From an optimization exercise on the open Yosys and OpenROAD flow, aimed at small area and few clock cycles per item; shortcuts taken in it are not production practice.
Function was checked by simulation only, so behaviour that the tests miss may differ from the original.
No driver is modelled on the clock port, so clocking that relies on it looks cheaper here than on a real chip.
No activity file was given, so power comes from the tool's default toggle rates.

job 6065:
==> flow/design.v (excerpt) <==
module controller_report_formatter_unit (
    input  logic                              i_clk,
    input  logic                              i_rst_n,
    input  logic                              i_upd_valid,
    output logic                              o_upd_ready,
    input  logic [crf_pkg::CHAN_W-1:0]        i_upd_channel,
    input  logic [crf_pkg::BTN_W-1:0]         i_upd_button_bits,
    input  logic [crf_pkg::DPAD_W-1:0]        i_upd_dpad_bits,
    input  logic signed [crf_pkg::AXIS_W-1:0] i_upd_axis_left_x,
    input  logic signed [crf_pkg::AXIS_W-1:0] i_upd_axis_left_y,
    input  logic signed [crf_pkg::AXIS_W-1:0] i_upd_axis_right_x,
    input  logic signed [crf_pkg::AXIS_W-1:0] i_upd_axis_right_y,
    input  logic [crf_pkg::LEVEL_W-1:0]       i_upd_brake_level,
    input  logic [crf_pkg::LEVEL_W-1:0]       i_upd_throttle_level,
    input  logic [crf_pkg::MODE_W-1:0]        i_upd_analog_mode,
    output logic                              o_rpt_valid,
    input  logic                              i_rpt_ready,
    output logic [crf_pkg::CHAN_W-1:0]        o_rpt_out_channel,
    output logic [crf_pkg::RPT_W-1:0]         o_rpt_report_buttons,
    output logic [crf_pkg::VAL_W-1:0]         o_rpt_stick_lx,
    output logic [crf_pkg::VAL_W-1:0]         o_rpt_stick_ly,
    output logic [crf_pkg::VAL_W-1:0]         o_rpt_stick_rx,
    output logic [crf_pkg::VAL_W-1:0]         o_rpt_stick_ry,
    output logic [crf_pkg::VAL_W-1:0]         o_rpt_trig_left,
    output logic [crf_pkg::VAL_W-1:0]         o_rpt_trig_right
);
export LEC_CHECK = 0
export CAP_MARGIN = 20
export CORE_MARGIN = 2
export CORE_UTILIZATION = 40
export CTS_BUF_LIST = sky130_fd_sc_hd__clkbuf_8
export SLEW_MARGIN = 20
create_clock -name core_clock -period 8.0 [get_ports {i_clk}]
standard.sh (not shown) runs the stock make flow with config.mk's settings and CLKGATE_MAP_FILE= SYNTH_SCRIPT=/design/flow/synth_recipe.tcl, a recipe that flattens the netlist after the stock synthesis.
==> flow/flow/run.sh <==
#!/bin/bash
# Own layout flow: the standard flow with three changes.
#  1. Synthesis is the standard synthesis script (synth_recipe.tcl and ORFS's synth.tcl) except
#     that Yosys's "abc -fast" pre-mapping in synth's fine step is skipped and extract_fa looks
#     for full adders only, so the hand-built adder structure of the RTL reaches the adder
#     mapping as written. Registers, their names and cell types are those of the standard
#     synthesis (only the combinational mapping differs).
#     The final ABC mapping of the remaining logic uses flow/abc_area.script (area-oriented
#     amap) in place of ORFS's speed script.
#  2. Ports are buffered with sky130_fd_sc_hd__buf_1 (every input and output still gets its
#     own buffer, as in the standard flow).
#  3. Clock tree synthesis takes its arguments from flow/cts_args.txt (no dummy loads).
#  4. Everything after synthesis is standard.sh (the standard flow's own layout) unchanged.
# Each tool's output goes to a log file in this folder.
set -euo pipefail
W=$PWD
S=$FLOW_HOME/scripts/synth.tcl
sed -e 's/synth -top \$::env(DESIGN_NAME) -run fine: {\*}\$synth_full_args/synth -top $::env(DESIGN_NAME) -run fine: -noabc {*}$synth_full_args/' \
    -e 's/extract_fa {\*}\[dont_use_extract_fa_args\]/extract_fa -fa/' \
    -e "s#^source \$::env(SCRIPTS_DIR)/synth_preamble.tcl\$#&\nlset abc_args 1 $W/flow/abc_area.script#" \
    "$S" > "$W/own_synth.tcl"
grep -q -- '-run fine: -noabc' "$W/own_synth.tcl"
grep -q -- 'extract_fa -fa$' "$W/own_synth.tcl"
grep -q -- "^lset abc_args 1 $W/flow/abc_area.script" "$W/own_synth.tcl"
sed -e "s#\$::env(SCRIPTS_DIR)/synth.tcl#$W/own_synth.tcl#" "$W/synth_recipe.tcl" > "$W/own_synth_recipe.tcl"
grep -q "$W/own_synth.tcl" "$W/own_synth_recipe.tcl"
KNOBS=$(sed -n 's/^make .* SYNTH_SCRIPT=[^ ]* \(.*\) "\${@:-finish}"$/\1/p' "$W/standard.sh")
eval "make -C $FLOW_HOME DESIGN_CONFIG=$W/config.mk WORK_HOME=$W/orfs CLKGATE_MAP_FILE= SYNTH_SCRIPT=$W/own_synth_recipe.tcl $KNOBS synth" > "$W/synth.log" 2>&1
export BUFFER_PORTS_ARGS="-buffer_cell sky130_fd_sc_hd__buf_1"
# clock tree options (replace ORFS's clock_tree_synthesis arguments when flow/cts_args.txt exists)
if [[ -f "$W/flow/cts_args.txt" ]]; then
  export CTS_ARGS="$(cat "$W/flow/cts_args.txt")"
fi
bash "$W/standard.sh" > "$W/layout.log" 2>&1
==> flow/flow/abc_area.script <==
strash
ifraig
dc2
dch -f
amap
topo
stime -c
==> flow/flow/cts_args.txt <==
-sink_clustering_enable -repair_clock_nets -buf_list sky130_fd_sc_hd__clkbuf_16 -dont_use_dummy_load
Job 6065 went all the way through synthesis, placement and routing and the layout is clean on timing, DRC and antenna.
Testbench counts of job 6065, summed over its fixed seeds: cycles 16,008, items 16,000.
For job 4199, these inputs were changed with respect to job 6065:
==> flow/run.sh (new file) <==
#!/bin/bash
# synth_recipe.tcl (not shown) runs the flow's synth.tcl, then flattens the netlist and writes it again
# the make line also repeats each setting of config.mk as NAME=value (left out here)
make -C /OpenROAD-flow-scripts/flow DESIGN_CONFIG=/design/flow/config.mk WORK_HOME=/design/flow/orfs CLKGATE_MAP_FILE= SYNTH_SCRIPT=/design/flow/synth_recipe.tcl finish
removed: flow/flow/run.sh
removed: flow/flow/abc_area.script
removed: flow/flow/cts_args.txt
removed: flow/standard.sh
Results
Compared to job 6065, job 4199 has portion of the post-synthesis area used by sequential elements 6.4 points lower.
Per the comparison of job 4199 with job 6065, detailed-route via count moved up; final cell area excluding filler cells shows an increase of about 30%; filler-free cell count of the finished design +about 3%.
Looking at end of the critical path, the r_ry[3] result is from job 6065; the r_rx[3] one comes from job 4199.

controller_report_formatter_unit again, from the RTL that the note above started with.
==> flow/config.mk <==
export PLATFORM = sky130hd
export DESIGN_NAME = controller_report_formatter_unit
export DESIGN_NICKNAME = controller_report_formatter_unit
export VERILOG_FILES = /design/flow/design.v
export SDC_FILE = /design/flow/constraint.sdc
export NUM_CORES = 4
export LEC_CHECK = 0
export CAP_MARGIN = 20
export CORE_MARGIN = 2
export CORE_UTILIZATION = 40
export CTS_BUF_LIST = sky130_fd_sc_hd__clkbuf_8
export SLEW_MARGIN = 20
==> flow/constraint.sdc <==
create_clock -name core_clock -period 8.0 [get_ports {i_clk}]
set_input_delay 1.6000 -clock core_clock [delete_from_list [all_inputs] [get_ports {i_clk}]]
set_output_delay 1.6000 -clock core_clock [all_outputs]
set_load 0.01 [all_outputs]
==> flow/flow/run.sh <==
#!/bin/bash
# Own layout flow: the standard flow with three changes.
#  1. Synthesis is the standard synthesis script (synth_recipe.tcl and ORFS's synth.tcl) except
#     that Yosys's "abc -fast" pre-mapping in synth's fine step is skipped and no full or half
#     adder cells are extracted, so the hand-built adder structure of the RTL reaches ABC as
#     written. Registers, their names and cell types are those of the standard synthesis
#     (only the combinational mapping differs).
#     The final ABC mapping of the remaining logic uses flow/abc_area.script (area-oriented
#     amap) in place of ORFS's speed script.
#  2. Ports are buffered with sky130_fd_sc_hd__buf_1 (every input and output still gets its
#     own buffer, as in the standard flow).
#  3. Clock tree synthesis takes its arguments from flow/cts_args.txt (no dummy loads).
#  4. Everything after synthesis is standard.sh (the standard flow's own layout) unchanged.
# Each tool's output goes to a log file in this folder.
set -euo pipefail
W=$PWD
S=$FLOW_HOME/scripts/synth.tcl
sed -e 's/synth -top \$::env(DESIGN_NAME) -run fine: {\*}\$synth_full_args/synth -top $::env(DESIGN_NAME) -run fine: -noabc {*}$synth_full_args/' \
    -e 's/^  extract_fa {\*}\[dont_use_extract_fa_args\]$/  puts "own flow: no adder extraction"/' \
    -e "s#^source \$::env(SCRIPTS_DIR)/synth_preamble.tcl\$#&\nlset abc_args 1 $W/flow/abc_area.script#" \
    "$S" > "$W/own_synth.tcl"
grep -q -- '-run fine: -noabc' "$W/own_synth.tcl"
grep -q -- 'own flow: no adder extraction' "$W/own_synth.tcl"
grep -q -- "^lset abc_args 1 $W/flow/abc_area.script" "$W/own_synth.tcl"
sed -e "s#\$::env(SCRIPTS_DIR)/synth.tcl#$W/own_synth.tcl#" "$W/synth_recipe.tcl" > "$W/own_synth_recipe.tcl"
grep -q "$W/own_synth.tcl" "$W/own_synth_recipe.tcl"
KNOBS=$(sed -n 's/^make .* SYNTH_SCRIPT=[^ ]* \(.*\) "\${@:-finish}"$/\1/p' "$W/standard.sh")
eval "make -C $FLOW_HOME DESIGN_CONFIG=$W/config.mk WORK_HOME=$W/orfs CLKGATE_MAP_FILE= SYNTH_SCRIPT=$W/own_synth_recipe.tcl $KNOBS synth" > "$W/synth.log" 2>&1
export BUFFER_PORTS_ARGS="-buffer_cell sky130_fd_sc_hd__buf_1"
# clock tree options (replace ORFS's clock_tree_synthesis arguments when flow/cts_args.txt exists)
if [[ -f "$W/flow/cts_args.txt" ]]; then
  export CTS_ARGS="$(cat "$W/flow/cts_args.txt")"
fi
bash "$W/standard.sh" > "$W/layout.log" 2>&1
==> flow/flow/cts_args.txt <==
-sink_clustering_enable -repair_clock_nets -root_buf sky130_fd_sc_hd__clkbuf_8 -buf_list sky130_fd_sc_hd__clkbuf_2 -dont_use_dummy_load
Other scripts of this flow, unchanged in this note and not shown: flow/flow/abc_area.script
Testbench counts at the start, summed over its fixed seeds: cycles 16,008, items 16,000.
Then changed:
==> flow/flow/cts_args.txt (replaced) <==
-sink_clustering_enable -repair_clock_nets -root_buf sky130_fd_sc_hd__clkbuf_4 -tree_buf sky130_fd_sc_hd__clkbuf_2 -buf_list sky130_fd_sc_hd__clkbuf_2 -dont_use_dummy_load
Settings changed: CORE_UTILIZATION 40 to 65.
Core utilization went up by 29 points.
Power went down by 5.3%.
Cell area went down by 2.6%.
Sequential share of layout area went up by 0.99 points.
Clock power went down by 27%.
Area after synthesis stays the same.
Setup slack got worse by 0.10 ns.
Maximum frequency went down by 2.2%.
Sequential power is about the same.

-- separate check: timing with driven ports --
In the flow no input, the clock included, has a driving cell. The finished layouts below were timed again as built, in two steps. Step 1: set_driving_cell puts a clkbuf_16 on i_clk and a buf_2 on each other input, an assumption about the parent block. Step 2 adds t to the input delays and takes it off the output delays; t is the mean of the earliest and latest rising clock arrival at the registers after step 1. Input paths then give back, and output paths get back, about the clock's delay inside the block. a / b / c = ideal / step 1 / step 2; a / b = the first two.
| run | t, ns | setup WS [ns] | slew at the worst register clock pin (ns) |
|---|---|---|---|
| job 6065 | 0.339 | 3.064 / 3.077 / 2.739 | 0.05 / 0.05 |
| job 4199 | 0.393 | 2.517 / 2.528 / 2.135 | 0.08 / 0.08 |
| the first run of note 2 | 0.355 | 3.448 / 3.458 / 3.103 | 0.08 / 0.08 |
| the second run of note 2 | 0.380 | 3.344 / 3.350 / 2.970 | 0.11 / 0.11 |
After both steps setup and hold are still met in every run listed. The setup slack of job 4199, which loses most, moves by +0.011 ns with the drivers and by -0.382 ns with both steps.
